This design comes from an exercise in tuning for small area, a short achievable clock period and few clock cycles per item on the open sky130 flow, not from production work. No run shown here included a check of the RTL's function; only the layout flow was run.

==> flow/design.v <==
module cordic_engine #(
  parameter int WIDTH       = 16,
  parameter int ANGLE_WIDTH = 16,
  parameter int STAGES      = 14,
  parameter int GUARD       = 2,
  parameter int TAG_WIDTH   = 8
) (
  input  logic                   clock,
  input  logic                   reset,
  input  logic                   in_valid,
  output logic                   in_ready,
  input  logic                   mode_in,
  input  logic signed [WIDTH-1:0] x_in,
  input  logic signed [WIDTH-1:0] y_in,
  input  logic [ANGLE_WIDTH-1:0] angle_in,
  input  logic [TAG_WIDTH-1:0]   tag_in,
  output logic                   out_valid,
  input  logic                   out_ready,
  output logic signed [WIDTH+1:0] x_out,
  output logic signed [WIDTH+1:0] y_out,
  output logic [ANGLE_WIDTH-1:0] angle_out,
  output logic                   mode_out,
  output logic [TAG_WIDTH-1:0]   tag_out
);
  localparam int IW = WIDTH + 2 + GUARD;
  localparam int AW = ANGLE_WIDTH;
  localparam int OW = WIDTH + 2;
  localparam int ADD  = 1;
  localparam int ADDZ = 1;
  localparam logic [AW-1:0] HALF = {1'b1, {(AW-1){1'b0}}};
  function automatic logic [AW-1:0] atan_lut(input int i);
    logic [32:0] a;
    logic [32:0] r;
    case (i)
      0:  a = 33'h20000000;
      1:  a = 33'h12E4051E;
      2:  a = 33'h09FB385B;
      3:  a = 33'h051111D4;
      4:  a = 33'h028B0D43;
      5:  a = 33'h0145D7E1;
      6:  a = 33'h00A2F61E;
      7:  a = 33'h00517C55;
      8:  a = 33'h0028BE53;
      9:  a = 33'h00145F2F;
      10: a = 33'h000A2F98;
      11: a = 33'h000517CC;
      12: a = 33'h00028BE6;
      13: a = 33'h000145F3;
      14: a = 33'h0000A2FA;
      15: a = 33'h0000517D;
      16: a = 33'h000028BE;
      17: a = 33'h0000145F;
      18: a = 33'h00000A30;
      19: a = 33'h00000518;
      20: a = 33'h0000028C;
      21: a = 33'h00000146;
      22: a = 33'h000000A3;
      23: a = 33'h00000051;
      24: a = 33'h00000029;
      25: a = 33'h00000014;
      26: a = 33'h0000000A;
      27: a = 33'h00000005;
      28: a = 33'h00000003;
      29: a = 33'h00000001;
      30: a = 33'h00000001;
      default: a = 33'h0;
    endcase
    r = (a + ((33'd1 << 32) >> (AW + 1))) >> (32 - AW);
    atan_lut = r[AW-1:0];
  endfunction
  function automatic int lo_bit(input int k);
    if (k <= 1)      lo_bit = GUARD;
    else if (k == 2) lo_bit = GUARD - 1;
    else             lo_bit = 0;
    if (lo_bit < 0) lo_bit = 0;
  endfunction
  function automatic int hi_bit(input int k);
    hi_bit = (k == 0) ? WIDTH + GUARD : IW - 1;
  endfunction
  function automatic bit ypol(input int w);
    int n, l, lv;
    lv = 0;
    while ((1 << lv) < w) lv++;
    n = 0;
    for (l = 0; l < lv; l++) n += ((w - 2) >> l) & 1;
    ypol = n % 2 == 1;
  endfunction
  logic en;                        
  logic v [0:STAGES];              
  assign out_valid = v[STAGES];
  assign en        = ~v[STAGES] | out_ready;
  assign in_ready  = en;
  logic signed [IW-1:0] xs [0:STAGES];
  logic signed [IW-1:0] ys [0:STAGES];
  logic [AW-1:0]        zs [0:STAGES];
  logic                 m  [0:STAGES];
  logic [TAG_WIDTH-1:0] ts [0:STAGES];
  logic                 ds [0:STAGES];     
  logic                 dn [0:STAGES];     
  logic signed [IW-1:0] x_pre, y_pre;
  logic [WIDTH:0]       x_neg, y_neg;
  logic                 y_nz;
  logic [AW-1:0]        z_pre;
  logic                 flip;
  assign flip = mode_in ? x_in[WIDTH-1] : (angle_in[AW-1] ^ angle_in[AW-2]);
  cordic_cneg #(.W(WIDTH)) u_nx (.a(x_in), .neg(flip), .y(x_neg), .nz());
  cordic_cneg #(.W(WIDTH)) u_ny (.a(y_in), .neg(flip), .y(y_neg), .nz(y_nz));
  assign x_pre = {{(IW-WIDTH-1-GUARD){x_neg[WIDTH]}}, x_neg, {GUARD{1'b0}}};
  assign y_pre = {{(IW-WIDTH-1-GUARD){y_neg[WIDTH]}}, y_neg, {GUARD{1'b0}}};
  always_comb begin
    if (mode_in) z_pre = flip ? HALF : '0;
    else         z_pre = {angle_in[AW-1] ^ flip, angle_in[AW-2:0]};
  end
  for (genvar k = 0; k <= STAGES; k++) begin : g_st
    localparam int LO = lo_bit(k);
    localparam int HI = hi_bit(k);
    logic signed [IW-1:0] xd, yd;    
    logic [AW-1:0]        zd;
    logic                 md;
    logic                 dd;
    logic [TAG_WIDTH-1:0] td;
    logic                 ld;        
    logic [HI:LO]         xr, yr;
    logic [AW-1:0]        zr;
    logic                 mr;
    logic                 dr, nr;
    logic [TAG_WIDTH-1:0] tr;
    if (k == 0) begin : g_in
      assign xd = x_pre;
      assign yd = y_pre;
      assign zd = z_pre;
      assign md = mode_in;
      assign dd = mode_in ? (y_nz & (y_in[WIDTH-1] ^ x_in[WIDTH-1])) : ~angle_in[AW-2];
      assign td = tag_in;
      assign ld = en;
      always_ff @(posedge clock or posedge reset) begin
        if (reset) v[0] <= 1'b0;
        else if (en) v[0] <= in_valid;
      end
    end else begin : g_it
      localparam int I = k - 1;
      localparam logic [AW-1:0] ATAN = atan_lut(I);
      localparam logic [AW-1:0] NATAN = -atan_lut(I);
      logic [IW:0]          xa, ya;
      logic                 d;
      logic [AW-1:0]        zn;
      logic                 ypm, ycm;       
      logic                 dq, dt;
      localparam bit YCI = ~ypol(IW);
      assign d   = ds[k-1];
      cordic_add #(.W(IW), .KIND(ADD), .SH(I)) u_x (.a(xs[k-1]), .b(ys[k-1]), .inv(d), .ci(d), .s(xa[IW:1]), .pm(), .cm());
      cordic_add #(.W(IW), .KIND(ADD), .SH(I)) u_y (.a(ys[k-1]), .b(xs[k-1]), .inv(dn[k-1]), .ci(dn[k-1]), .s(ya[IW:1]), .pm(ypm), .cm(ycm));
      cordic_add #(.W(AW), .KIND(ADD), .KON(1'b1), .K0(ATAN), .K1(NATAN))
        u_z (.a(zs[k-1]), .b('0), .inv(d), .ci(1'b0), .s(zn), .pm(), .cm());
      assign xa[0] = 1'b0;
      assign ya[0] = 1'b0;
      assign xd = xa[IW:1];
      assign yd = ya[IW:1];
      assign zd = zn;
      assign md = m[k-1];
      assign dq = m[k-1] ? (ypm ^ YCI) : ~zn[AW-1];
      cordic_and u_dt (.a(m[k-1]), .b(ycm), .y(dt));
      if (k < STAGES) begin : g_dd
        cordic_xor u_dd (.a(dq), .b(dt), .y(dd));
      end else begin : g_nd
        assign dd = 1'b0;
      end
      assign td = ts[k-1];
      assign ld = en;
      always_ff @(posedge clock or posedge reset) begin
        if (reset) v[k] <= 1'b0;
        else if (en) v[k] <= v[k-1];
      end
    end
    always_ff @(posedge clock) begin
      if (ld) begin
        xr <= xd[HI:LO];
        yr <= yd[HI:LO];
        zr <= zd;
        mr <= md;
        dr <= dd;
        nr <= ~dd;
        tr <= td;
      end
    end
    assign xs[k] = {{(IW-1-HI){xr[HI]}}, xr, {LO{1'b0}}};
    assign ys[k] = {{(IW-1-HI){yr[HI]}}, yr, {LO{1'b0}}};
    assign zs[k] = zr;
    assign m[k]  = mr;
    assign ds[k] = dr;
    assign dn[k] = nr;
    assign ts[k] = tr;
  end
  assign x_out     = xs[STAGES][IW-1:GUARD];
  assign y_out     = ys[STAGES][IW-1:GUARD];
  assign angle_out = zs[STAGES];
  assign mode_out  = m[STAGES];
  assign tag_out   = ts[STAGES];
endmodule
module cordic_add #(
  parameter int W    = 20,
  parameter int KIND = 2,
  parameter int SH   = 0,                
  parameter bit KON  = 1'b0,             
  parameter logic [W-1:0] K0 = '0,       
  parameter logic [W-1:0] K1 = '0        
) (
  input  logic [W-1:0] a,
  input  logic [W-1:0] b,
  input  logic         inv,
  input  logic         ci,
  output logic [W-1:0] s,
  output logic         pm,     
  output logic         cm      
);
  function automatic int clog2(input int n);
    clog2 = 0;
    while ((1 << clog2) < n) clog2++;
  endfunction
  localparam int L = clog2(W);
  function automatic bit comp(input int l, input int i);
    comp = (KIND == 1) ? (((i >> l) & 1) == 1) : (i >= (1 << l));
  endfunction
  function automatic int partner(input int l, input int i);
    partner = (KIND == 1) ? ((i >> l) << l) - 1 : i - (1 << l);
  endfunction
  function automatic int ones(input int n);
    ones = 0;
    for (int m = 0; m < 8; m++) ones += (n >> m) & 1;
  endfunction
  function automatic bit pol(input int l, input int i);
    if (KIND == 1) pol = ones(i & ((1 << l) - 1)) % 2 == 1;
    else           pol = ((i == 0) ? 0 : ((clog2(i + 1) < l) ? clog2(i + 1) : l)) % 2 == 1;
  endfunction
  function automatic bit isp(input int l, input int j);
    if (KIND == 1) isp = ((j + 1) % (1 << l) == 0) && ((((j + 1) >> l) & 1) == 1) && (j + 1 < W);
    else           isp = j + (1 << l) < W;
  endfunction
  logic [W-1:0] bb, p, g;
  logic [W-1:0] gg [0:L];
  logic [W-1:0] pp [0:L];
  logic [W-1:0] gx [0:L];    
  logic [W-1:0] px [0:L];
  if (KON) begin : g_k
    for (genvar i = 0; i < W; i++) begin : g_b
      if (K0[i] == K1[i]) begin : g_c
        assign bb[i] = K0[i];
      end else if (K1[i]) begin : g_t
        assign bb[i] = inv;
      end else begin : g_f
        assign bb[i] = ~inv;
      end
    end
  end else begin : g_v
    logic [W-1:0] bs;
    logic         sx;
    assign sx = b[W-1] ^ inv;
    for (genvar i = 0; i < W; i++) begin : g_bs
      assign bs[i] = (i + SH < W) ? b[i + SH] : b[W-1];
    end
    for (genvar i = 0; i < W; i++) begin : g_b
      if (i >= W - 1 - SH) begin : g_s
        assign bb[i] = sx;
      end else begin : g_d
        assign bb[i] = bs[i] ^ inv;
      end
    end
  end
  logic [W-1:0] pn, gn;
  for (genvar i = 0; i < W; i++) begin : g_pg
    if (KON && K0[i] == K1[i]) begin : g_k
      assign pn[i] = ~(a[i] ^ K0[i]);
      assign gn[i] = ~(a[i] & K0[i]);
    end else begin : g_v
      cordic_xnor u_p (.a(a[i]), .b(bb[i]), .y(pn[i]));
      cordic_nand u_g (.a(a[i]), .b(bb[i]), .y(gn[i]));
    end
  end
  assign p = ~pn;
  assign g = ~gn;
  if (KON) begin : g_c0
    assign gg[0][0] = gn[0];                 
  end else begin : g_c0
    cordic_cy0n u_c (.a(a[0]), .b(b[SH]), .inv(inv), .g(gg[0][0]));
  end
  assign gg[0][W-1:1] = gn[W-1:1];
  assign pp[0] = pn;
  for (genvar l = 0; l < L; l++) begin : g_lv
    for (genvar i = 0; i < W; i++) begin : g_b
      localparam int  J  = partner(l, i);
      localparam bit  PI = ~pol(l, i);         
      localparam bit  DO = comp(l, i);
      localparam bit  FIN = (J < (1 << l));    
      localparam bit  PJ = (DO && J >= 0) ? ~pol(l, J) : 1'b1;
      if (DO && J >= 0) begin : g_c
        logic gl, pl;
        if (PJ == PI) begin : g_same
          assign gl = gg[l][J];
          assign pl = pp[l][J];
        end else begin : g_flip
          assign gl = gx[l][J];
          assign pl = px[l][J];
        end
        if (FIN) begin : g_gray
          if (PI) begin : g_o
            cordic_goai u_c (.gh(gg[l][i]), .ph(pp[l][i]), .gl(gl), .g(gg[l+1][i]));
          end else begin : g_a
            cordic_gaoi u_c (.gh(gg[l][i]), .ph(pp[l][i]), .gl(gl), .g(gg[l+1][i]));
          end
          assign pp[l+1][i] = 1'b0;
        end else begin : g_black
          if (PI) begin : g_o
            cordic_boai u_c (.gh(gg[l][i]), .ph(pp[l][i]), .gl(gl), .pl(pl),
                             .g(gg[l+1][i]), .p(pp[l+1][i]));
          end else begin : g_a
            cordic_baoi u_c (.gh(gg[l][i]), .ph(pp[l][i]), .gl(gl), .pl(pl),
                             .g(gg[l+1][i]), .p(pp[l+1][i]));
          end
        end
      end else begin : g_pass
        assign gg[l+1][i] = gg[l][i];
        assign pp[l+1][i] = pp[l][i];
      end
      if (isp(l, i)) begin : g_x
        cordic_inv u_gx (.a(gg[l][i]), .y(gx[l][i]));
        cordic_inv u_px (.a(pp[l][i]), .y(px[l][i]));
      end else begin : g_nx
        assign gx[l][i] = 1'b0;
        assign px[l][i] = 1'b0;
      end
    end
  end
  logic [W-1:0] c, cp;
  assign c = {gg[L][W-2:0], ci};
  assign pm = p[W-1];
  assign cm = c[W-1];
  for (genvar i = 0; i < W; i++) begin : g_s
    localparam bit PC = (i == 0) ? 1'b1 : pol(L, i - 1);
    if (PC) begin : g_n
      cordic_xnor u_s (.a(pn[i]), .b(c[i]), .y(s[i]));
    end else begin : g_p
      cordic_xor u_s (.a(pn[i]), .b(c[i]), .y(s[i]));
    end
  end
endmodule
module cordic_baoi (
  input  logic gh, ph, gl, pl,
  output logic g, p
);
  assign g = ~(gh | (ph & gl));
  assign p = ~(ph & pl);
endmodule
module cordic_boai (
  input  logic gh, ph, gl, pl,
  output logic g, p
);
  assign g = ~(gh & (ph | gl));
  assign p = ~(ph | pl);
endmodule
module cordic_gaoi (
  input  logic gh, ph, gl,
  output logic g
);
  assign g = ~(gh | (ph & gl));
endmodule
module cordic_goai (
  input  logic gh, ph, gl,
  output logic g
);
  assign g = ~(gh & (ph | gl));
endmodule
module cordic_inv (
  input  logic a,
  output logic y
);
  assign y = ~a;
endmodule
module cordic_cneg #(
  parameter int W = 16
) (
  input  logic [W-1:0] a,
  input  logic         neg,
  output logic [W:0]   y,
  output logic         nz
);
  function automatic int clog2(input int n);
    clog2 = 0;
    while ((1 << clog2) < n) clog2++;
  endfunction
  localparam int L = clog2(W);
  logic [W:0] ae;
  logic [W-1:0] oo [0:L];     
  assign ae = {a[W-1], a};
  assign oo[0] = a;
  for (genvar l = 0; l < L; l++) begin : g_lv
    for (genvar i = 0; i < W; i++) begin : g_b
      if (((i >> l) & 1) == 1) begin : g_o
        cordic_or u_o (.a(oo[l][i]), .b(oo[l][((i >> l) << l) - 1]), .y(oo[l+1][i]));
      end else begin : g_p
        assign oo[l+1][i] = oo[l][i];
      end
    end
  end
  assign nz   = oo[L][W-1];
  assign y[0] = a[0];
  for (genvar i = 1; i <= W; i++) begin : g_y
    logic t;
    cordic_and u_t (.a(neg), .b(oo[L][i-1]), .y(t));
    cordic_xor u_y (.a(ae[i]), .b(t), .y(y[i]));
  end
endmodule
module cordic_or (
  input  logic a,
  input  logic b,
  output logic y
);
  assign y = a | b;
endmodule
module cordic_and (
  input  logic a,
  input  logic b,
  output logic y
);
  assign y = a & b;
endmodule
module cordic_xor (
  input  logic a,
  input  logic b,
  output logic y
);
  assign y = a ^ b;
endmodule
module cordic_cy0 (
  input  logic a,
  input  logic b,
  input  logic inv,
  output logic g
);
  assign g = inv ? (a | ~b) : (a & b);
endmodule
module cordic_xnor (
  input  logic a,
  input  logic b,
  output logic y
);
  assign y = ~(a ^ b);
endmodule
module cordic_nand (
  input  logic a,
  input  logic b,
  output logic y
);
  assign y = ~(a & b);
endmodule
module cordic_cy0n (
  input  logic a,
  input  logic b,
  input  logic inv,
  output logic g
);
  assign g = ~(inv ? (a | ~b) : (a & b));
endmodule
==> flow/run.sh <==
#!/bin/bash
# synth_recipe.tcl (not shown) runs the flow's synth.tcl, then flattens the netlist and writes it again
# the make line also repeats each setting of config.mk as NAME=value (left out here)
make -C /OpenROAD-flow-scripts/flow DESIGN_CONFIG=/design/flow/config.mk WORK_HOME=/design/flow/orfs CLKGATE_MAP_FILE= SYNTH_SCRIPT=/design/flow/synth_recipe.tcl finish
==> flow/config.mk <==
export PLATFORM = sky130hd
export DESIGN_NAME = cordic_engine
export DESIGN_NICKNAME = cordic_engine
export VERILOG_FILES = /design/flow/design.v
export SDC_FILE = /design/flow/constraint.sdc
export NUM_CORES = 4
export LEC_CHECK = 0
export CAP_MARGIN = 20
export CORE_MARGIN = 2
export CORE_UTILIZATION = 55
export PLACE_DENSITY = 0.7
export SETUP_SLACK_MARGIN = 2.5
export SLEW_MARGIN = 20
export SYNTH_HIERARCHICAL = 1
export SYNTH_MINIMUM_KEEP_SIZE = 0
==> flow/constraint.sdc <==
create_clock -name core_clock -period 5.0 [get_ports {clock}]
set_input_delay 1.0000 -clock core_clock [delete_from_list [all_inputs] [get_ports {clock}]]
set_output_delay 1.0000 -clock core_clock [all_outputs]
set_load 0.01 [all_outputs]
==> results of run 1 <==
[sequential cells by signal, indices dropped and copies added, names as in the netlist]
register,flops
g_st.xr,292
g_st.yr,292
g_st.zr,240
g_st.tr,120
g_st.mr,15
v,15
g_st.dr,14
g_st.nr,14
[final cells by class]
type	instances	area share [%]
inverters	619	2.59
multi-input cells	5033	49.4
flip-flops and latches	1002	32.4
repair inverters	2	0.0135
clock inverters	80	0.880
clock buffers	131	3.13
well taps	1625	2.20
repair buffers	865	9.36
[per-layer routing]
layer	part of all wire [%]	vias to the layer above	global-route usage, %
met5	0	-	0
met4	4.1	0	6.97
met3	3.1	403	2.92
met2	56	955	43.7
met1	37	24000	23.5
li1	-	23900	-
[through the flow]
stage	worst slack [ns]
floorplan	-11.68
global placement	1.17
detailed placement	1.13
CTS	2.30
global route	2.07
finish	2.15
[worst min-delay path by stage]
| stage | start | cells past startpoint | endpoint | slack [ns] |
|---|---|---|---|---|
| floorplan | g_st[9].tr[0] | 0 | g_st[10].tr[0] | 0.40 |
| global placement | g_st[5].tr[3] | 0 | g_st[6].tr[3] | 0.40 |
| detailed placement | g_st[9].tr[7] | 0 | g_st[10].tr[7] | 0.40 |
| CTS | g_st[1].tr[7] | 0 | g_st[2].tr[7] | 0.39 |
| global route | g_st[1].tr[0] | 0 | g_st[2].tr[0] | 0.40 |
| finish | g_st[1].tr[7] | 0 | g_st[2].tr[7] | 0.40 |
[what timing repair did]
action	4_1_cts	5_1_grt
cloned	20	18
setup buffers	350	303
gates resized for setup	1014	899
endpoints found under the setup margin	1092	478
pin swaps	309	401
==> flow_metrics.py, run 1 <==
metrics = {
    "floorplanning": {
        "ioPinCount": 124,
        "coreArea_sq_mm": 0.122,
        "dieArea_sq_mm": 0.126,
        "die_w_um": 355,
        "die_h_um": 355,
        "initial_utilization_pct": 55.6,
        "rows": 128,
    },
    "setup_path": {
        "start_kind": "flip-flop",
        "worstPathArrival_ns": 3.31,
        "r2r_slack_ns": 2.15,
        "crit_path_end": "g_st[9].dr",
        "path_buf_inv": 5,
        "cp_slowest_cell": "edfxtp_1",
        "r2r_cells": 13,
        "endpoint_kind": "flip-flop",
        "cp_top_family": "XOR/XNOR gates",
        "crit_start": "g_st[8].dr",
        "cp.depth": 13,
        "cp_slowest_stage_delay_ns": 0.47,
        "worstPathRequired_ns": 5.47,
        "r2r-start": "g_st[8].dr",
        "reg2reg_to": "g_st[9].dr",
        "critPathMaxFanout": 15,
        "path_cells": "buf_6 > buf_12 > buf_12 > xnor2_4 > o21ai_4 > a21oi_4 > inv_2 > a21oi_4 > o21ai_4 > xnor2_2 > mux2i_2 > xor2_2 > buf_4",
        "path_class": "flip-flop to flip-flop",
    },
    "cts": {
        "clk_pin_slew_ns": 0.06,
        "cts_tree": "built",
        "hold_buffers": 0,
        "clk_latency_ns": 0.72,
        "numCtsBuffers": 112,
        "clock-root-buffer": "clkbuf_16",
        "cts_buffer_depth": 3,
        "clock_sinks": 1002,
        "htree_levels": 3,
    },
    "synthesis": {
        "netlist_area_sq_mm": 0.0679,
        "synthCells": 6639,
        "yosys_warnings": 278,
        "syn_avg_cell_area_sq_um": 10.2,
    },
    "global_route": {
        "antenna_found_initial": 0,
        "grt_overflow": 0,
        "first_global_vias": 48000,
        "grt.total_usage_pct": 21.9,
        "grt_max_degree": 138,
        "grt_pass1_wl_um": 229000,
    },
    "placed_design": {
        "place_inst": 8455,
        "gp_congestion": 0.830,
        "place_area_sq_mm": 0.0714,
        "dp_hpwl_um": 89400,
        "numPortBuffers": 123,
    },
    "cells_and_area": {
        "final_cell_mix": "edfxtp_1, nand2_1, xnor2_1",
        "post-route-util_pct": 75.8,
        "drive_gt1_share_pct": 42.2,
        "multi_input_area_sq_mm": 0.0457,
        "diodes": 0,
        "design_area_sq_mm": 0.0925,
        "final_common_cell": "edfxtp_1",
        "register_area_sq_mm": 0.0300,
        "fillers": 7091,
        "syn_to_final_growth_pct": 36.3,
        "layout.cells.non_filler": 9357,
        "nNetsFinal": 7696,
    },
    "sta": {
        "fmax_ghz": 0.351,
        "final.setup.tns_ns": 0,
        "rsz0062_at_grt": "true",
        "finalMaxSlewViolations": 0,
        "final-hold-violation-count": 0,
        "setup_viol": 0,
        "period_needed_ns": 2.85,
        "fin_skew_ns": 0.0276,
        "finalCritPeriodShare_pct": 57.0,
        "whs_ns": 0.403,
        "relSlewSlack_pct": 40.4,
        "worst_pin_slew_ns": 0.894,
    },
    "drt": {
        "routed_wirelength_um": 159000,
        "drtAntennaViolNets": 0,
        "via_per_inst": 5.26,
        "routedWlPerCell_um": 17.0,
        "via_count": 49200,
        "drt_first_pass_iters": 6,
        "drt_iter0_markers": 2628,
        "drc": 0,
    },
    "flow_run": {
        "maxCapViolations": 0,
    },
    "min_path": {
        "hold_class": "flip-flop to flip-flop",
    },
    "status": {
        "status": "no timing/DRC/antenna violations",
    },
}
==> run 2, diff against run 1 <==
--- a/flow/config.mk
+++ b/flow/config.mk
@@ -9,7 +9,7 @@
 export CORE_MARGIN = 2
 export CORE_UTILIZATION = 55
 export PLACE_DENSITY = 0.7
-export SETUP_SLACK_MARGIN = 2.5
+export SETUP_SLACK_MARGIN = 1.9
 export SLEW_MARGIN = 20
 export SYNTH_HIERARCHICAL = 1
 export SYNTH_MINIMUM_KEEP_SIZE = 0
==> run 2 against run 1 <==
Against the previous run: via count is 10% lower; register-to-register slack worse by 0.13 ns; clock skew is 0.0097 ns higher; global-route usage is 2.7 points lower; wire length is 24% lower; count of clock-buffer cells in the layout is 2 higher; sequential cell count stayed put; critical endpoint is now in_ready; largest cell class unchanged.
==> flow_metrics.py, run 2 <==
metrics = {
    "status": {
        "status": "no timing/DRC/antenna violations",
    },
    "synthesis": {
        "netlist_area_sq_mm": 0.0679,
        "yosys_warnings": 278,
        "synthCells": 6639,
        "syn_avg_cell_area_sq_um": 10.2,
    },
    "setup_path": {
        "cp_slowest_stage_delay_ns": 0.44,
        "worstPathArrival_ns": 2.04,
        "path_buf_inv": 3,
        "crit_start": "out_ready",
        "start_kind": "input port",
        "cp_top_family": "buffers and inverters",
        "path_cells": "clkdlybuf4s50_1 > nor2b_4 > clkinvlp_4 > buf_2",
        "endpoint_kind": "primary output",
        "r2r-start": "g_st[4].nr",
        "worstPathRequired_ns": 4.00,
        "cp_slowest_cell": "clkdlybuf4s50_1",
        "critPathMaxFanout": 3,
        "path_class": "input port to primary output",
    },
    "cts": {
        "clock_sinks": 1002,
        "clock-root-buffer": "clkbuf_16",
        "clk_pin_slew_ns": 0.06,
        "cts_tree": "built",
        "htree_levels": 3,
        "cts_buffer_depth": 3,
        "numCtsBuffers": 113,
        "clk_latency_ns": 0.71,
    },
    "global_route": {
        "grt_max_degree": 163,
        "antenna_found_initial": 0,
        "grt.total_usage_pct": 19.2,
        "grt_busiest_layer": "met2",
        "grt_use_met3_pct": 2.65,
        "grt_overflow": 0,
        "grt_use_met2_pct": 38.4,
        "met1_usage_pct": 20.6,
        "grt_pass1_wl_um": 204000,
        "first_global_vias": 44300,
    },
    "floorplanning": {
        "dieArea_sq_mm": 0.126,
        "die_h_um": 355,
        "initial_utilization_pct": 55.6,
        "coreArea_sq_mm": 0.122,
        "rows": 128,
        "die_w_um": 355,
        "ioPinCount": 124,
    },
    "drt": {
        "drt_iter0_markers": 1758,
        "routed_wirelength_um": 121000,
        "drtAntennaViolNets": 0,
        "drt_first_pass_iters": 5,
        "drc": 0,
        "via_count": 44100,
        "via_per_inst": 5.03,
        "routedWlPerCell_um": 13.8,
    },
    "sta": {
        "setup_viol": 0,
        "period_needed_ns": 3.04,
        "finalCritPeriodShare_pct": 60.8,
        "final-hold-violation-count": 0,
        "fin_skew_ns": 0.0372,
        "worst_pin_slew_ns": 1.01,
        "fmax_ghz": 0.329,
        "finalMaxSlewViolations": 0,
        "rsz0062_at_grt": "true",
        "relSlewSlack_pct": 32.3,
        "final.setup.tns_ns": 0,
    },
    "placed_design": {
        "gp_congestion": 0.842,
        "numPortBuffers": 123,
        "dp_hpwl_um": 90600,
        "place_area_sq_mm": 0.0714,
    },
    "cells_and_area": {
        "syn_to_final_growth_pct": 13.6,
        "register_area_sq_mm": 0.0300,
        "diodes": 0,
        "drive_gt1_share_pct": 21.5,
        "reg_top3": "g_st.xr: 292 flops, g_st.yr: 292 flops, g_st.zr: 240 flops",
        "nNetsFinal": 7102,
        "final_cell_mix": "xnor2_1, edfxtp_1, nand2_1",
        "fillers": 9710,
        "design_area_sq_mm": 0.0771,
        "post-route-util_pct": 63.2,
        "multi_input_area_sq_mm": 0.0362,
        "final_common_cell": "xnor2_1",
    },
    "min_path": {
        "min-delay-start": "g_st[0].tr[0]",
        "hold_class": "flip-flop to flip-flop",
    },
    "flow_run": {
        "maxCapViolations": 0,
    },
}
run 2: area by class of cell:
type                    count  area share, %
well taps                1625           2.64
flip-flops and latches   1002           38.9
multi-input cells        5032           46.9
repair buffers            273           3.50
clock inverters            80           1.16
inverters                 619           3.03
clock buffers             133           3.82
run 2: final timing paths:
path | to | slack (ns) | cells past startpoint
setup / recovery | in_ready | 1.96 | 4
hold / removal | g_st[1].tr[0] | 0.41 | 0
setup reg to reg | g_st[5].nr | 2.02 | 12
hold reg to reg | g_st[1].tr[0] | 0.41 | 0
max in group asynchronous | v[9] | 3.93 | 2
min in group asynchronous | v[14] | 0.67 | 2
run 2: per-stage QoR:
| step | hold slack, ns | cells | worst slack (ns) |
|---|---|---|---|
| 6_report | 0.410 | 8764 | 1.96 |
| 5_1_grt | 0.414 | 8764 | 1.78 |
| 4_1_cts | 0.411 | 8720 | 1.73 |
| 3_5_place_dp | 0.405 | 8452 | 1.20 |
| 3_3_place_gp | 0.400 | 8452 | 1.19 |
| 2_1_floorplan | 0.400 | 6699 | -11.68 |
run 2: layer usage:
layer / wire length, um / up-vias
met2: 67300 / 398
met3: 2930 / 191
met4: 3170 / 0
met5: 0 / -
met1: 48000 / 20700
li1: - / 22800
run 2: timing repair:
| item | 4_1_cts | 5_1_grt |
|---|---|---|
| hold buffers | 0 | 0 |
| gates cloned | 1 | 3 |
| setup endpoints to repair | 157 | 94 |
| gates resized for setup | 30 | 109 |
| pin swaps | 3 | 17 |
| buffers inserted | 54 | 41 |
==> run 3, diff against run 2 <==
--- a/flow/design.v
+++ b/flow/design.v
@@ -85,11 +85,38 @@
     for (l = 0; l < lv; l++) n += ((w - 2) >> l) & 1;
     ypol = n % 2 == 1;
   endfunction
-  logic en;                        
+  logic en;
   logic v [0:STAGES];              
+  logic sv;                        
   assign out_valid = v[STAGES];
   assign en        = ~v[STAGES] | out_ready;
-  assign in_ready  = en;
+  assign in_ready  = ~sv;
+  always_ff @(posedge clock or posedge reset) begin
+    if (reset) sv <= 1'b0;
+    else       sv <= ~en & (sv | in_valid);
+  end
+  logic                   sm;
+  logic [WIDTH-1:0]       sx, sy;
+  logic [ANGLE_WIDTH-1:0] sa;
+  logic [TAG_WIDTH-1:0]   st;
+  always_ff @(posedge clock) begin
+    if (~sv) begin
+      sm <= mode_in;
+      sx <= x_in;
+      sy <= y_in;
+      sa <= angle_in;
+      st <= tag_in;
+    end
+  end
+  logic                   i_m;
+  logic [WIDTH-1:0]       i_x, i_y;
+  logic [ANGLE_WIDTH-1:0] i_a;
+  logic [TAG_WIDTH-1:0]   i_t;
+  assign i_m = sv ? sm : mode_in;
+  assign i_x = sv ? sx : x_in;
+  assign i_y = sv ? sy : y_in;
+  assign i_a = sv ? sa : angle_in;
+  assign i_t = sv ? st : tag_in;
   logic signed [IW-1:0] xs [0:STAGES];
   logic signed [IW-1:0] ys [0:STAGES];
   logic [AW-1:0]        zs [0:STAGES];
@@ -102,14 +129,14 @@
   logic                 y_nz;
   logic [AW-1:0]        z_pre;
   logic                 flip;
-  assign flip = mode_in ? x_in[WIDTH-1] : (angle_in[AW-1] ^ angle_in[AW-2]);
-  cordic_cneg #(.W(WIDTH)) u_nx (.a(x_in), .neg(flip), .y(x_neg), .nz());
-  cordic_cneg #(.W(WIDTH)) u_ny (.a(y_in), .neg(flip), .y(y_neg), .nz(y_nz));
+  assign flip = i_m ? i_x[WIDTH-1] : (i_a[AW-1] ^ i_a[AW-2]);
+  cordic_cneg #(.W(WIDTH)) u_nx (.a(i_x), .neg(flip), .y(x_neg), .nz());
+  cordic_cneg #(.W(WIDTH)) u_ny (.a(i_y), .neg(flip), .y(y_neg), .nz(y_nz));
   assign x_pre = {{(IW-WIDTH-1-GUARD){x_neg[WIDTH]}}, x_neg, {GUARD{1'b0}}};
   assign y_pre = {{(IW-WIDTH-1-GUARD){y_neg[WIDTH]}}, y_neg, {GUARD{1'b0}}};
   always_comb begin
-    if (mode_in) z_pre = flip ? HALF : '0;
-    else         z_pre = {angle_in[AW-1] ^ flip, angle_in[AW-2:0]};
+    if (i_m) z_pre = flip ? HALF : '0;
+    else         z_pre = {i_a[AW-1] ^ flip, i_a[AW-2:0]};
   end
   for (genvar k = 0; k <= STAGES; k++) begin : g_st
     localparam int LO = lo_bit(k);
@@ -129,13 +156,13 @@
       assign xd = x_pre;
       assign yd = y_pre;
       assign zd = z_pre;
-      assign md = mode_in;
-      assign dd = mode_in ? (y_nz & (y_in[WIDTH-1] ^ x_in[WIDTH-1])) : ~angle_in[AW-2];
-      assign td = tag_in;
+      assign md = i_m;
+      assign dd = i_m ? (y_nz & (i_y[WIDTH-1] ^ i_x[WIDTH-1])) : ~i_a[AW-2];
+      assign td = i_t;
       assign ld = en;
       always_ff @(posedge clock or posedge reset) begin
         if (reset) v[0] <= 1'b0;
-        else if (en) v[0] <= in_valid;
+        else if (en) v[0] <= sv | in_valid;
       end
     end else begin : g_it
       localparam int I = k - 1;
@@ -146,7 +173,7 @@
       logic [AW-1:0]        zn;
       logic                 ypm, ycm;       
       logic                 dq, dt;
-      localparam bit YCI = ~ypol(IW);
+      localparam bit YCI = ypol(IW);
       assign d   = ds[k-1];
       cordic_add #(.W(IW), .KIND(ADD), .SH(I)) u_x (.a(xs[k-1]), .b(ys[k-1]), .inv(d), .ci(d), .s(xa[IW:1]), .pm(), .cm());
       cordic_add #(.W(IW), .KIND(ADD), .SH(I)) u_y (.a(ys[k-1]), .b(xs[k-1]), .inv(dn[k-1]), .ci(dn[k-1]), .s(ya[IW:1]), .pm(ypm), .cm(ycm));
@@ -266,32 +293,22 @@
       end
     end
   end
-  logic [W-1:0] pn, gn;
-  for (genvar i = 0; i < W; i++) begin : g_pg
-    if (KON && K0[i] == K1[i]) begin : g_k
-      assign pn[i] = ~(a[i] ^ K0[i]);
-      assign gn[i] = ~(a[i] & K0[i]);
-    end else begin : g_v
-      cordic_xnor u_p (.a(a[i]), .b(bb[i]), .y(pn[i]));
-      cordic_nand u_g (.a(a[i]), .b(bb[i]), .y(gn[i]));
-    end
-  end
-  assign p = ~pn;
-  assign g = ~gn;
+  assign p  = a ^ bb;
+  assign g  = a & bb;
   if (KON) begin : g_c0
-    assign gg[0][0] = gn[0];                 
+    assign gg[0][0] = g[0];                  
   end else begin : g_c0
-    cordic_cy0n u_c (.a(a[0]), .b(b[SH]), .inv(inv), .g(gg[0][0]));
+    cordic_cy0 u_c (.a(a[0]), .b(b[SH]), .inv(inv), .g(gg[0][0]));
   end
-  assign gg[0][W-1:1] = gn[W-1:1];
-  assign pp[0] = pn;
+  assign gg[0][W-1:1] = g[W-1:1];
+  assign pp[0] = p;
   for (genvar l = 0; l < L; l++) begin : g_lv
     for (genvar i = 0; i < W; i++) begin : g_b
       localparam int  J  = partner(l, i);
-      localparam bit  PI = ~pol(l, i);         
+      localparam bit  PI = pol(l, i);
       localparam bit  DO = comp(l, i);
       localparam bit  FIN = (J < (1 << l));    
-      localparam bit  PJ = (DO && J >= 0) ? ~pol(l, J) : 1'b1;
+      localparam bit  PJ = (DO && J >= 0) ? pol(l, J) : 1'b0;
       if (DO && J >= 0) begin : g_c
         logic gl, pl;
         if (PJ == PI) begin : g_same
@@ -335,11 +352,11 @@
   assign pm = p[W-1];
   assign cm = c[W-1];
   for (genvar i = 0; i < W; i++) begin : g_s
-    localparam bit PC = (i == 0) ? 1'b1 : pol(L, i - 1);
+    localparam bit PC = (i == 0) ? 1'b0 : pol(L, i - 1);
     if (PC) begin : g_n
-      cordic_xnor u_s (.a(pn[i]), .b(c[i]), .y(s[i]));
+      cordic_xnor u_s (.a(p[i]), .b(c[i]), .y(s[i]));
     end else begin : g_p
-      cordic_xor u_s (.a(pn[i]), .b(c[i]), .y(s[i]));
+      cordic_xor u_s (.a(p[i]), .b(c[i]), .y(s[i]));
     end
   end
 endmodule
@@ -445,18 +462,3 @@
 );
   assign y = ~(a ^ b);
 endmodule
-module cordic_nand (
-  input  logic a,
-  input  logic b,
-  output logic y
-);
-  assign y = ~(a & b);
-endmodule
-module cordic_cy0n (
-  input  logic a,
-  input  logic b,
-  input  logic inv,
-  output logic g
-);
-  assign g = ~(inv ? (a | ~b) : (a & b));
-endmodule
--- a/flow/config.mk
+++ b/flow/config.mk
@@ -7,9 +7,10 @@
 export LEC_CHECK = 0
 export CAP_MARGIN = 20
 export CORE_MARGIN = 2
-export CORE_UTILIZATION = 55
-export PLACE_DENSITY = 0.7
-export SETUP_SLACK_MARGIN = 1.9
+export CORE_UTILIZATION = 65
+export CTS_BUF_LIST = sky130_fd_sc_hd__clkbuf_8
+export PLACE_DENSITY = 0.8
+export SETUP_SLACK_MARGIN = 2.2
 export SLEW_MARGIN = 20
 export SYNTH_HIERARCHICAL = 1
 export SYNTH_MINIMUM_KEEP_SIZE = 0
==> run 3 against run 2 <==
Against the previous run: wire length grew 17%; clock skew grew 0.0021 ns; non-clock buffer count is 227 higher; cell area grew 7.1%; register-to-register slack gained 0.20 ns; critical path depth increased by 10; maximum frequency is 9.3% higher; via count rose by 2.5%; count of clock-buffer cells in the layout rose by 54; critical path type is now flip-flop to flip-flop.
==> flow_metrics.py, run 3 <==
metrics = {
    "synthesis": {
        "synthCells": 6041,
        "yosys_warnings": 278,
        "syn_avg_cell_area_sq_um": 11.6,
        "netlist_area_sq_mm": 0.0702,
    },
    "sta": {
        "rsz0062_at_grt": "true",
        "setup_viol": 0,
        "finalMaxSlewViolations": 0,
        "fin_ws_ns": 2.22,
        "final.setup.tns_ns": 0,
        "fin_skew_ns": 0.0394,
        "relSlewSlack_pct": 46.1,
        "period_needed_ns": 2.78,
        "fmax_ghz": 0.359,
        "worst_pin_slew_ns": 0.809,
        "finalCritPeriodShare_pct": 55.7,
        "final-hold-violation-count": 0,
    },
    "floorplanning": {
        "coreArea_sq_mm": 0.107,
        "rows": 120,
        "die_w_um": 333,
        "die_h_um": 333,
        "dieArea_sq_mm": 0.111,
        "ioPinCount": 124,
        "initial_utilization_pct": 65.6,
    },
    "cts": {
        "clock-root-buffer": "clkbuf_8",
        "clock_sinks": 1060,
        "clk_pin_slew_ns": 0.06,
        "cts_tree": "built",
        "htree_levels": 4,
        "hold_buffers": 0,
        "numCtsBuffers": 178,
        "clk_latency_ns": 0.90,
        "cts_buffer_depth": 3,
    },
    "setup_path": {
        "path_cells": "buf_4 > xor2_4 > buf_12 > ha_1 > nand2_1 > nor2_2 > buf_4 > a21oi_2 > o21ai_4 > inv_1 > o21ai_2 > and2_1 > xor2_1 > buf_4",
        "cp_top_family": "buffers and inverters",
        "critPathMaxFanout": 6,
        "endpoint_kind": "flip-flop",
        "r2r_cells": 14,
        "start_kind": "flip-flop",
        "path_buf_inv": 5,
        "cp_slowest_cell": "edfxtp_1",
        "worstPathArrival_ns": 3.43,
        "cp.depth": 14,
        "cp_slowest_stage_delay_ns": 0.42,
        "path_class": "flip-flop to flip-flop",
        "worstPathRequired_ns": 5.65,
        "cpMostUsedCell": "buf_4",
    },
    "drt": {
        "drt_iter0_markers": 1897,
        "drtAntennaViolNets": 0,
        "drc": 0,
        "via_count": 45200,
        "routed_wirelength_um": 141000,
        "drt_first_pass_iters": 7,
        "via_per_inst": 5.47,
        "routedWlPerCell_um": 17.1,
    },
    "global_route": {
        "grt_pass1_wl_um": 218000,
        "grt_overflow": 0,
        "antenna_found_initial": 1,
        "grt_max_degree": 91,
        "first_global_vias": 45800,
        "grt.total_usage_pct": 24.1,
    },
    "cells_and_area": {
        "reg_top3": "g_st.xr: 292 flops, g_st.yr: 292 flops, g_st.zr: 240 flops",
        "register_area_sq_mm": 0.0312,
        "design_area_sq_mm": 0.0826,
        "fillers": 6522,
        "nNetsFinal": 7464,
        "syn_to_final_growth_pct": 17.6,
        "layout.cells.non_filler": 8261,
        "post-route-util_pct": 77.2,
        "drive_gt1_share_pct": 31.4,
        "final_common_cell": "edfxtp_1",
        "final_cell_mix": "edfxtp_1, a21oi_2, xor2_1",
        "multi_input_area_sq_mm": 0.0395,
    },
    "placed_design": {
        "place_inst": 7621,
        "numPortBuffers": 123,
        "place_area_sq_mm": 0.0735,
        "dp_slack_ns": 1.43,
        "gp_congestion": 0.863,
        "dp_hpwl_um": 97800,
    },
    "status": {
        "status": "no timing/DRC/antenna violations",
    },
    "min_path": {
        "hold_depth": 0,
        "hold_class": "flip-flop to flip-flop",
    },
    "flow_run": {
        "maxCapViolations": 0,
    },
}
## run 3: path summary, 6_finish.rpt
kind,to,start,slack [ns]
min in group asynchronous,v[14],reset,0.53
max in group asynchronous,sv,reset,3.94
setup / recovery,g_st[9].dr,g_st[8].nr,2.22
setup reg to reg,g_st[9].dr,g_st[8].nr,2.22
hold / removal,g_st[9].tr[4],g_st[8].tr[4],0.41
hold reg to reg,g_st[9].tr[4],g_st[8].tr[4],0.41
## run 3: area by class of cell
class | instances | area share [%]
well taps | 1403 | 2.12
clock buffers | 187 | 3.12
clock inverters | 128 | 0.872
multi-input cells | 4393 | 47.8
inverters | 589 | 2.69
repair buffers | 500 | 5.65
flip-flops and latches | 1060 | 37.7
diodes | 1 | 0.00303
## run 3: through the flow
step	hold slack (ns)
6_report	0.411
3_3_place_gp	0.401
5_1_grt	0.413
3_5_place_dp	0.405
4_1_cts	0.414
2_1_floorplan	0.400
## run 3: what timing repair did
item / CTS / global route
buffers inserted: 113 / 205
pin swaps: 32 / 205
gates resized for setup: 246 / 367
cloned: 1 / 5
hold endpoints to repair: 0 / 0
endpoints found under the setup margin: 412 / 108
## run 3: layer usage
layer | GRT usage, % | share of wire [%] | up-vias
met5 | 0 | 0 | -
li1 | - | - | 22400
met2 | 46.2 | 54 | 797
met4 | 9.58 | 3.5 | 0
met3 | 3.42 | 3.1 | 310
met1 | 26.5 | 40 | 21700
==> run 4, diff against run 3 <==
--- a/flow/design.v
+++ b/flow/design.v
@@ -353,11 +353,7 @@
   assign cm = c[W-1];
   for (genvar i = 0; i < W; i++) begin : g_s
     localparam bit PC = (i == 0) ? 1'b0 : pol(L, i - 1);
-    if (PC) begin : g_n
-      cordic_xnor u_s (.a(p[i]), .b(c[i]), .y(s[i]));
-    end else begin : g_p
-      cordic_xor u_s (.a(p[i]), .b(c[i]), .y(s[i]));
-    end
+    assign s[i] = p[i] ^ c[i] ^ PC;
   end
 endmodule
 module cordic_baoi (
@@ -455,10 +451,3 @@
 );
   assign g = inv ? (a | ~b) : (a & b);
 endmodule
-module cordic_xnor (
-  input  logic a,
-  input  logic b,
-  output logic y
-);
-  assign y = ~(a ^ b);
-endmodule
==> run 4 against run 3 <==
Against the previous run: still clean on timing, DRC and antenna; first-iteration DRC count up 1.6%; wire length up 1.7%; die area about the same; count of clock-buffer cells in the layout up 1; via count up 0.81%; utilization up 0.43 points; register-to-register slack worse by 0.09 ns; critical endpoint is now g_st[9].yr[19].
==> flow_metrics.py, run 4 <==
metrics = {
    "sta": {
        "worst_pin_slew_ns": 1.03,
        "relSlewSlack_pct": 31.3,
        "final-hold-violation-count": 0,
        "setup_viol": 0,
        "fin_skew_ns": 0.0358,
        "finalCritPeriodShare_pct": 57.5,
        "finalMaxSlewViolations": 0,
        "period_needed_ns": 2.88,
        "final.setup.tns_ns": 0,
        "fmax_ghz": 0.348,
        "rsz0062_at_grt": "true",
    },
    "min_path": {
        "hold_class": "flip-flop to flip-flop",
        "hold_depth": 0,
        "hold_path_end": "g_st[3].tr[2]",
        "min-delay-start": "g_st[2].tr[2]",
    },
    "drt": {
        "via_count": 45600,
        "routed_wirelength_um": 144000,
        "drt_first_pass_iters": 7,
        "via_per_inst": 5.49,
        "drc": 0,
        "routedWlPerCell_um": 17.3,
        "drt_iter0_markers": 1928,
        "drtAntennaViolNets": 0,
    },
    "cells_and_area": {
        "drive_gt1_share_pct": 32.4,
        "nNetsFinal": 7491,
        "final_common_cell": "edfxtp_1",
        "syn_to_final_growth_pct": 18.4,
        "layout.cells.non_filler": 8299,
        "final_cell_mix": "edfxtp_1, a21oi_2, xor2_1",
        "post-route-util_pct": 77.6,
        "reg_top3": "g_st.xr: 292 flops, g_st.yr: 292 flops, g_st.zr: 240 flops",
    },
    "floorplanning": {
        "rows": 120,
        "ioPinCount": 124,
        "initial_utilization_pct": 65.6,
        "dieArea_sq_mm": 0.111,
        "coreArea_sq_mm": 0.107,
        "die_h_um": 333,
        "die_w_um": 333,
    },
    "setup_path": {
        "r2r-start": "g_st[8].nr",
        "worstPathRequired_ns": 5.60,
        "cp_slowest_cell": "edfxtp_1",
        "start_kind": "flip-flop",
        "r2r_slack_ns": 2.12,
        "cp_slowest_stage_delay_ns": 0.45,
        "path_cells": "buf_4 > xor2_4 > buf_12 > ha_4 > nand2_1 > nor2_4 > nand2_1 > o21ai_4 > inv_2 > o21ai_2 > buf_4 > xnor2_2 > xnor2_1",
        "path_class": "flip-flop to flip-flop",
        "endpoint_kind": "flip-flop",
        "reg2reg_to": "g_st[9].yr[19]",
        "critPathMaxFanout": 6,
        "r2r_cells": 13,
        "worstPathArrival_ns": 3.48,
    },
    "cts": {
        "numCtsBuffers": 180,
        "htree_levels": 4,
        "clk_pin_slew_ns": 0.06,
        "cts_buffer_depth": 3,
        "clk_latency_ns": 0.88,
        "clock_sinks": 1060,
        "hold_buffers": 0,
        "clock-root-buffer": "clkbuf_8",
        "cts_tree": "built",
    },
    "status": {
        "status": "no timing/DRC/antenna violations",
    },
    "global_route": {
        "grt_max_degree": 155,
        "first_global_vias": 45900,
        "grt.total_usage_pct": 24.0,
        "grt_pass1_wl_um": 217000,
        "antenna_found_initial": 1,
        "grt_overflow": 0,
    },
    "synthesis": {
        "syn_avg_cell_area_sq_um": 11.6,
        "synthCells": 6055,
        "yosys_warnings": 278,
        "netlist_area_sq_mm": 0.0703,
    },
    "flow_run": {
        "maxCapViolations": 0,
    },
    "placed_design": {
        "gp_congestion": 0.855,
        "dp_hpwl_um": 96800,
        "numPortBuffers": 123,
        "place_inst": 7614,
    },
}
## run 4: routing by layer
layer	routed length [um]	track usage (%)	up-vias	share of wire, %
met1	55700	26.0	22000	39
met4	5420	9.96	0	3.8
met3	4180	3.46	348	2.9
met5	0	0	-	0
met2	78600	46.4	786	55
li1	-	-	22400	-
## run 4: repair_timing
item,4_1_cts,5_1_grt
gates resized for setup,223,416
cloned,0,4
buffers inserted,122,230
pin swaps,43,200
setup endpoints to repair,363,79
hold endpoints to repair,0,0
## run 4: metrics by stage
step	area (sq um)	worst slack, ns	hold slack [ns]
2_1_floorplan	70600	0.843	0.400
3_3_place_gp	73400	1.35	0.400
3_5_place_dp	73400	1.29	0.405
4_1_cts	78900	2.16	0.404
5_1_grt	83200	2.02	0.392
6_report	83200	2.12	0.395
## run 4: cell type report
type | instances | area [sq um]
Multi-Input combinational cell | 4405 | 39700
Clock buffer | 188 | 2590
Timing Repair Buffer | 522 | 4880
Antenna cell | 1 | 2.50
Inverter | 580 | 2190
Fill cell | 6337 | 24000
Tap cell | 1403 | 1760
Clock inverter | 140 | 917
Sequential cell | 1060 | 31200
## run 4: worst max-delay path, delay by kind of cell (launching register included)
kind / cells / cell delay, ns
AO/OA/AOI/OAI: 2 / 0.39
XOR/XNOR: 3 / 0.41
adder cells (fa/ha/maj): 1 / 0.29
buffers and inverters: 4 / 0.59
flip-flops: 1 / 0.45
AND/OR/NAND/NOR: 3 / 0.46
## run 4: worst max path at each step
stage / startpoint / endpoint / slack [ns] / cells past startpoint
3_3_place_gp: g_st[10].dr / g_st[11].nr / 1.35 / 12
2_1_floorplan: out_ready / v[11] / 0.84 / 4
4_1_cts: g_st[5].dr / g_st[6].nr / 2.16 / 12
3_5_place_dp: g_st[10].dr / g_st[11].nr / 1.29 / 12
6_report: g_st[8].nr / g_st[9].yr[19] / 2.12 / 13
5_1_grt: g_st[12].dr / g_st[13].nr / 2.02 / 13
==> run 5, diff against run 4 <==
--- a/flow/design.v
+++ b/flow/design.v
@@ -77,14 +77,6 @@
   function automatic int hi_bit(input int k);
     hi_bit = (k == 0) ? WIDTH + GUARD : IW - 1;
   endfunction
-  function automatic bit ypol(input int w);
-    int n, l, lv;
-    lv = 0;
-    while ((1 << lv) < w) lv++;
-    n = 0;
-    for (l = 0; l < lv; l++) n += ((w - 2) >> l) & 1;
-    ypol = n % 2 == 1;
-  endfunction
   logic en;
   logic v [0:STAGES];              
   logic sv;                        
@@ -171,27 +163,18 @@
       logic [IW:0]          xa, ya;
       logic                 d;
       logic [AW-1:0]        zn;
-      logic                 ypm, ycm;       
-      logic                 dq, dt;
-      localparam bit YCI = ypol(IW);
       assign d   = ds[k-1];
-      cordic_add #(.W(IW), .KIND(ADD), .SH(I)) u_x (.a(xs[k-1]), .b(ys[k-1]), .inv(d), .ci(d), .s(xa[IW:1]), .pm(), .cm());
-      cordic_add #(.W(IW), .KIND(ADD), .SH(I)) u_y (.a(ys[k-1]), .b(xs[k-1]), .inv(dn[k-1]), .ci(dn[k-1]), .s(ya[IW:1]), .pm(ypm), .cm(ycm));
+      cordic_add #(.W(IW), .KIND(ADD), .SH(I)) u_x (.a(xs[k-1]), .b(ys[k-1]), .inv(d), .ci(d), .s(xa[IW:1]));
+      cordic_add #(.W(IW), .KIND(ADD), .SH(I)) u_y (.a(ys[k-1]), .b(xs[k-1]), .inv(dn[k-1]), .ci(dn[k-1]), .s(ya[IW:1]));
       cordic_add #(.W(AW), .KIND(ADD), .KON(1'b1), .K0(ATAN), .K1(NATAN))
-        u_z (.a(zs[k-1]), .b('0), .inv(d), .ci(1'b0), .s(zn), .pm(), .cm());
+        u_z (.a(zs[k-1]), .b('0), .inv(d), .ci(1'b0), .s(zn));
       assign xa[0] = 1'b0;
       assign ya[0] = 1'b0;
       assign xd = xa[IW:1];
       assign yd = ya[IW:1];
       assign zd = zn;
       assign md = m[k-1];
-      assign dq = m[k-1] ? (ypm ^ YCI) : ~zn[AW-1];
-      cordic_and u_dt (.a(m[k-1]), .b(ycm), .y(dt));
-      if (k < STAGES) begin : g_dd
-        cordic_xor u_dd (.a(dq), .b(dt), .y(dd));
-      end else begin : g_nd
-        assign dd = 1'b0;
-      end
+      assign dd = (k < STAGES) ? (m[k-1] ? ya[IW] : ~zn[AW-1]) : 1'b0;
       assign td = ts[k-1];
       assign ld = en;
       always_ff @(posedge clock or posedge reset) begin
@@ -236,9 +219,7 @@
   input  logic [W-1:0] b,
   input  logic         inv,
   input  logic         ci,
-  output logic [W-1:0] s,
-  output logic         pm,     
-  output logic         cm      
+  output logic [W-1:0] s
 );
   function automatic int clog2(input int n);
     clog2 = 0;
@@ -349,11 +330,13 @@
   end
   logic [W-1:0] c, cp;
   assign c = {gg[L][W-2:0], ci};
-  assign pm = p[W-1];
-  assign cm = c[W-1];
   for (genvar i = 0; i < W; i++) begin : g_s
     localparam bit PC = (i == 0) ? 1'b0 : pol(L, i - 1);
-    assign s[i] = p[i] ^ c[i] ^ PC;
+    if (PC) begin : g_n
+      cordic_xnor u_s (.a(p[i]), .b(c[i]), .y(s[i]));
+    end else begin : g_p
+      cordic_xor u_s (.a(p[i]), .b(c[i]), .y(s[i]));
+    end
   end
 endmodule
 module cordic_baoi (
@@ -451,3 +434,10 @@
 );
   assign g = inv ? (a | ~b) : (a & b);
 endmodule
+module cordic_xnor (
+  input  logic a,
+  input  logic b,
+  output logic y
+);
+  assign y = ~(a ^ b);
+endmodule
--- a/flow/config.mk
+++ b/flow/config.mk
@@ -7,9 +7,8 @@
 export LEC_CHECK = 0
 export CAP_MARGIN = 20
 export CORE_MARGIN = 2
-export CORE_UTILIZATION = 65
-export CTS_BUF_LIST = sky130_fd_sc_hd__clkbuf_8
-export PLACE_DENSITY = 0.8
+export CORE_UTILIZATION = 55
+export PLACE_DENSITY = 0.7
 export SETUP_SLACK_MARGIN = 2.2
 export SLEW_MARGIN = 20
 export SYNTH_HIERARCHICAL = 1
==> run 5 against run 4 <==
Against the previous run: still clean; register-to-register slack better by 0.07 ns; sequential cell count unchanged; first-iteration DRC count up 0.83%; clock skew up 0.039 ns; sequential share of layout area up 0.35 points; area after synthesis down 0.24%; highest routed layer unchanged.
==> flow_metrics.py, run 5 <==
metrics = {
    "status": {
        "status": "no timing/DRC/antenna violations",
    },
    "sta": {
        "fin_skew_ns": 0.0747,
        "relSlewSlack_pct": 56.3,
        "rsz0062_at_grt": "true",
        "period_needed_ns": 2.80,
        "finalCritPeriodShare_pct": 56.1,
        "worst_pin_slew_ns": 0.655,
        "final-hold-violation-count": 0,
        "fmax_ghz": 0.357,
        "finalMaxSlewViolations": 0,
        "setup_viol": 0,
        "final.setup.tns_ns": 0,
    },
    "placed_design": {
        "numPortBuffers": 123,
        "place_inst": 7873,
        "gp_congestion": 0.842,
        "dp_hpwl_um": 95300,
    },
    "drt": {
        "drt_first_pass_iters": 5,
        "wl_met1_um": 55700,
        "drt_iter0_markers": 1944,
        "drc": 0,
        "via_per_inst": 5.22,
        "routed_wirelength_um": 133000,
        "via_count": 43500,
        "routedWlPerCell_um": 15.9,
        "wl_met3_um": 3990,
        "drtAntennaViolNets": 0,
        "top_layer": "met4",
        "wl_met2_um": 69200,
    },
    "setup_path": {
        "endpoint_kind": "flip-flop",
        "path_class": "flip-flop to flip-flop",
        "critPathMaxFanout": 7,
        "start_kind": "flip-flop",
        "worstPathArrival_ns": 3.31,
        "worstPathRequired_ns": 5.51,
    },
    "cts": {
        "htree_levels": 3,
        "clk_latency_ns": 0.76,
        "clock-root-buffer": "clkbuf_16",
        "clk_pin_slew_ns": 0.06,
        "hold_buffers": 0,
        "cts_buffer_depth": 3,
        "numCtsBuffers": 115,
        "cts_tree": "built",
        "clock_sinks": 1060,
    },
    "global_route": {
        "grt_overflow": 0,
        "first_global_vias": 44100,
        "antenna_found_initial": 0,
        "grt_max_degree": 116,
        "grt_pass1_wl_um": 213000,
        "grt.total_usage_pct": 19.8,
    },
    "synthesis": {
        "syn_avg_cell_area_sq_um": 11.6,
        "netlist_area_sq_mm": 0.0701,
        "yosys_warnings": 278,
        "synthCells": 6042,
    },
    "floorplanning": {
        "coreArea_sq_mm": 0.127,
        "initial_utilization_pct": 55.2,
        "rows": 131,
        "die_h_um": 361,
        "die_w_um": 361,
        "ioPinCount": 124,
        "dieArea_sq_mm": 0.130,
    },
    "cells_and_area": {
        "syn_to_final_growth_pct": 17.6,
        "drive_gt1_share_pct": 29.5,
        "final_common_cell": "edfxtp_1",
        "layout.cells.non_filler": 8337,
        "nNetsFinal": 7323,
        "final_cell_mix": "edfxtp_1, a21oi_2, xor2_1",
        "reg_top3": "g_st.xr: 292 flops, g_st.yr: 292 flops, g_st.zr: 240 flops",
        "diodes": 0,
    },
    "flow_run": {
        "maxCapViolations": 0,
    },
    "min_path": {
        "hold_class": "flip-flop to flip-flop",
    },
}
[run 5: final cells by class]
class | count | area [sq um]
flip-flops and latches | 1060 | 31200
well taps | 1662 | 2080
multi-input cells | 4379 | 39000
clock inverters | 72 | 846
inverters | 603 | 2300
clock buffers | 139 | 2990
repair buffers | 422 | 4020
fillers | 9286 | 44600
[run 5: timing repair]
action	in CTS	in global routing
setup buffers	107	142
gates cloned	0	4
endpoints found under the setup margin	315	313
resized for setup	192	308
pin swaps	45	142
[run 5: routing by layer]
| metal | vias up | global-route usage (%) |
|---|---|---|
| met5 | - | 0 |
| met4 | 0 | 6.95 |
| met3 | 227 | 2.59 |
| met2 | 533 | 37.0 |
| met1 | 20800 | 23.2 |
| li1 | 22000 | - |
[run 5: worst paths after layout]
| path | start | end | slack (ns) | depth (start not counted) |
|---|---|---|---|---|
| max reg2reg | g_st[4].nr | g_st[5].dr | 2.20 | 11 |
| min reg2reg | g_st[10].tr[6] | g_st[11].tr[6] | 0.41 | 0 |
| min | g_st[10].tr[6] | g_st[11].tr[6] | 0.41 | 0 |
| min in group asynchronous | reset | v[14] | 0.63 | 2 |
| max | g_st[4].nr | g_st[5].dr | 2.20 | 11 |
| max in group asynchronous | reset | sv | 3.91 | 2 |
[run 5: worst max-delay path: stages, from the launching register on]
cell      delay, ns
edfxtp_1       0.57
buf_12         0.23
xor2_1         0.16
ha_1           0.34
a21oi_2        0.22
o21ai_2        0.11
a21oi_4        0.22
o21ai_2        0.10
inv_2          0.07
o21ai_2        0.06
xor2_1         0.18
mux2_4         0.28
[run 5: per-stage QoR]
stage          instance area [sq um]  worst slack (ns)  hold slack (ns)  utilization, %
3_3_place_gp                   73500              1.50            0.401            57.9
2_1_floorplan                  70400             0.825            0.400               -
6_report                       82400              2.20            0.410            64.9
4_1_cts                        79400              2.20            0.411            62.5
5_1_grt                        82400              2.12            0.411            64.9
3_5_place_dp                   73500              1.43            0.405            57.9
==> run 6, diff against run 5 <==
--- a/flow/config.mk
+++ b/flow/config.mk
@@ -8,8 +8,9 @@
 export CAP_MARGIN = 20
 export CORE_MARGIN = 2
 export CORE_UTILIZATION = 55
+export CTS_CLUSTER_SIZE = 30
 export PLACE_DENSITY = 0.7
-export SETUP_SLACK_MARGIN = 2.2
+export SETUP_SLACK_MARGIN = 2.4
 export SLEW_MARGIN = 20
 export SYNTH_HIERARCHICAL = 1
 export SYNTH_MINIMUM_KEEP_SIZE = 0
==> run 6 against run 5 <==
Against the previous run: critical path depth rose by 1; wire length up 9.5%; highest routed layer unchanged; first-iteration DRC count is 10% higher; cell count up 4.3%; die area did not move; largest cell class unchanged.
==> flow_metrics.py, run 6 <==
metrics = {
    "global_route": {
        "antenna_found_initial": 0,
        "grt_pass1_wl_um": 227000,
        "grt.total_usage_pct": 21.2,
        "first_global_vias": 46500,
        "grt_overflow": 0,
        "grt_max_degree": 116,
    },
    "sta": {
        "fin_skew_ns": 0.0739,
        "fmax_ghz": 0.366,
        "relSlewSlack_pct": 55.4,
        "worst_pin_slew_ns": 0.669,
        "setup_viol": 0,
        "period_needed_ns": 2.73,
        "finalMaxSlewViolations": 0,
        "rsz0062_at_grt": "true",
        "final-hold-violation-count": 0,
        "whs_ns": 0.410,
        "final.setup.tns_ns": 0,
        "finalCritPeriodShare_pct": 54.7,
    },
    "floorplanning": {
        "dieArea_sq_mm": 0.130,
        "die_w_um": 361,
        "ioPinCount": 124,
        "rows": 131,
        "die_h_um": 361,
        "initial_utilization_pct": 55.2,
        "coreArea_sq_mm": 0.127,
    },
    "drt": {
        "drc": 0,
        "drt_first_pass_iters": 8,
        "via_count": 45800,
        "via_per_inst": 5.27,
        "drt_iter0_markers": 2142,
        "routedWlPerCell_um": 16.7,
        "routed_wirelength_um": 146000,
        "drtAntennaViolNets": 0,
    },
    "synthesis": {
        "synthCells": 6042,
        "syn_avg_cell_area_sq_um": 11.6,
        "yosys_warnings": 278,
        "netlist_area_sq_mm": 0.0701,
    },
    "min_path": {
        "min-delay-start": "g_st[10].tr[6]",
        "hold_class": "flip-flop to flip-flop",
        "hold_path_end": "g_st[11].tr[6]",
        "hold_depth": 0,
    },
    "cells_and_area": {
        "drive_gt1_share_pct": 37.5,
        "diodes": 0,
        "final_cell_mix": "edfxtp_1, a21oi_2, xor2_1",
        "syn_to_final_growth_pct": 25.9,
        "post-route-util_pct": 69.5,
        "final_common_cell": "edfxtp_1",
        "fillers": 8415,
        "nNetsFinal": 7678,
        "reg_top3": "g_st.xr: 292 flops, g_st.yr: 292 flops, g_st.zr: 240 flops",
        "layout.cells.non_filler": 8692,
    },
    "setup_path": {
        "worstPathArrival_ns": 3.22,
        "r2r_cells": 12,
        "cp_slowest_stage_delay_ns": 0.43,
        "r2r_slack_ns": 2.27,
        "path_buf_inv": 3,
        "start_kind": "flip-flop",
        "r2r-start": "g_st[9].nr",
        "endpoint_kind": "flip-flop",
        "reg2reg_to": "g_st[10].dr",
        "critPathMaxFanout": 7,
        "path_cells": "buf_6 > buf_6 > xor2_1 > ha_1 > a21oi_2 > o21ai_2 > a21oi_4 > o21ai_4 > inv_2 > o21ai_2 > xor2_1 > mux2_4",
        "path_class": "flip-flop to flip-flop",
        "cp_slowest_cell": "edfxtp_1",
        "worstPathRequired_ns": 5.49,
        "cp_top_family": "compound AO/OA/AOI/OAI gates",
    },
    "cts": {
        "clock_sinks": 1060,
        "cts_buffer_depth": 3,
        "clk_pin_slew_ns": 0.06,
        "clock-root-buffer": "clkbuf_16",
        "cts_tree": "built",
        "htree_levels": 3,
        "numCtsBuffers": 115,
        "clk_latency_ns": 0.76,
    },
    "placed_design": {
        "dp_hpwl_um": 95300,
        "numPortBuffers": 123,
        "place_inst": 7873,
        "gp_congestion": 0.842,
    },
    "flow_run": {
        "maxCapViolations": 0,
    },
    "status": {
        "status": "no timing/DRC/antenna violations",
    },
}
==> run 6: cell types whose count changed in the layout (fill, tap and decap cells not counted), moves of 38 or more <==
cell and change:
a21oi_2 -55, buf_4 +277, clkdlybuf4s50_1 -62, dlygate4sd2_1 +61, nand2_2 +53, ha_4 +86
o21ai_4 +39, buf_6 +50, a21oi_4 +55, nand2_1 -57, ha_1 -97, nor2_1 -38
==> run 6: worst max path at each step <==
stage | endpoint | slack (ns) | depth (start not counted) | startpoint
final | g_st[10].dr | 2.27 | 12 | g_st[9].nr
after global placement | v[0] | 1.50 | 6 | out_ready
after floorplan | g_st[0].dr | 0.82 | 3 | out_ready
after detailed placement | g_st[11].nr | 1.43 | 11 | g_st[10].nr
after global routing | g_st[7].nr | 2.15 | 13 | g_st[6].nr
after CTS | g_st[7].dr | 2.24 | 11 | g_st[6].dr
==> run 6: metrics by stage <==
stage | instance area [sq um] | setup slack (ns)
finish | 88300 | 2.27
global placement | 73500 | 1.50
floorplan | 70400 | 0.825
global route | 88300 | 2.15
detailed placement | 73500 | 1.43
CTS | 83600 | 2.24
==> run 6: timing repair <==
action	4_1_cts	5_1_grt
hold buffers	0	0
buffers inserted	316	276
pin swaps	290	400
gates resized for setup	654	465
gates cloned	10	6
setup endpoints to repair	1033	202
==> run 6: area by class of cell <==
class | count | area, sq um | area share (%)
Tap cell | 1662 | 2080 | 2.35
Inverter | 603 | 2310 | 2.62
Clock inverter | 72 | 846 | 0.958
Clock buffer | 139 | 2990 | 3.38
Multi-Input combinational cell | 4382 | 41800 | 47.3
Sequential cell | 1060 | 31200 | 35.3
Timing Repair Buffer | 774 | 7090 | 8.03
==> run 6: metal layers <==
metal	global-route usage [%]	routed length (um)
met2	40.5	77700
met1	24.5	59500
met3	2.49	4490
met5	0	0
met4	6.47	3830

-- what the ideal ports hide --
The results above use ideal ports. As a check the final layouts listed here were re-extracted and re-timed, cells and wires unchanged.
Step 1 (the two cells are an assumption about what drives the block):
set clk [get_ports {clock}]
set_driving_cell -lib_cell sky130_fd_sc_hd__clkbuf_16 $clk
set_driving_cell -lib_cell sky130_fd_sc_hd__buf_2 [delete_from_list [all_inputs] $clk]
Step 2, shift: input delay + t, output delay - t, t = (earliest + latest rising clock arrival at the registers) / 2. This alone moves slack from input paths to output paths.
a / b / c = ideal ports / drivers / drivers and shift; a / b = the first two.
| run | t, ns | setup slack, ns | worst hold slack (ns) | worst register clock-pin slew, ns | pins driven straight from the clock port |
|---|---|---|---|---|---|
| run 1 | 0.786 | 2.151 / 2.151 / 1.853 | 0.403 / 0.403 / 0.403 | 0.07 / 0.07 | 1 |
| run 2 | 0.769 | 1.958 / 1.935 / 1.346 | 0.410 / 0.410 / 0.410 | 0.06 / 0.06 | 1 |
| run 3 | 0.939 | 2.217 / 2.210 / 1.606 | 0.411 / 0.411 / 0.411 | 0.07 / 0.07 | 1 |
| run 4 | 0.926 | 2.125 / 2.125 / 1.560 | 0.395 / 0.395 / 0.395 | 0.07 / 0.07 | 1 |
| run 5 | 0.789 | 2.197 / 2.197 / 1.636 | 0.410 / 0.410 / 0.410 | 0.07 / 0.07 | 1 |
| run 6 | 0.800 | 2.265 / 2.265 / 1.687 | 0.410 / 0.410 / 0.410 | 0.07 / 0.07 | 1 |
After both steps every run listed still meets setup and hold. The setup slack of run 2, which loses most, moves by -0.023 ns with the drivers and by -0.612 ns with both steps.
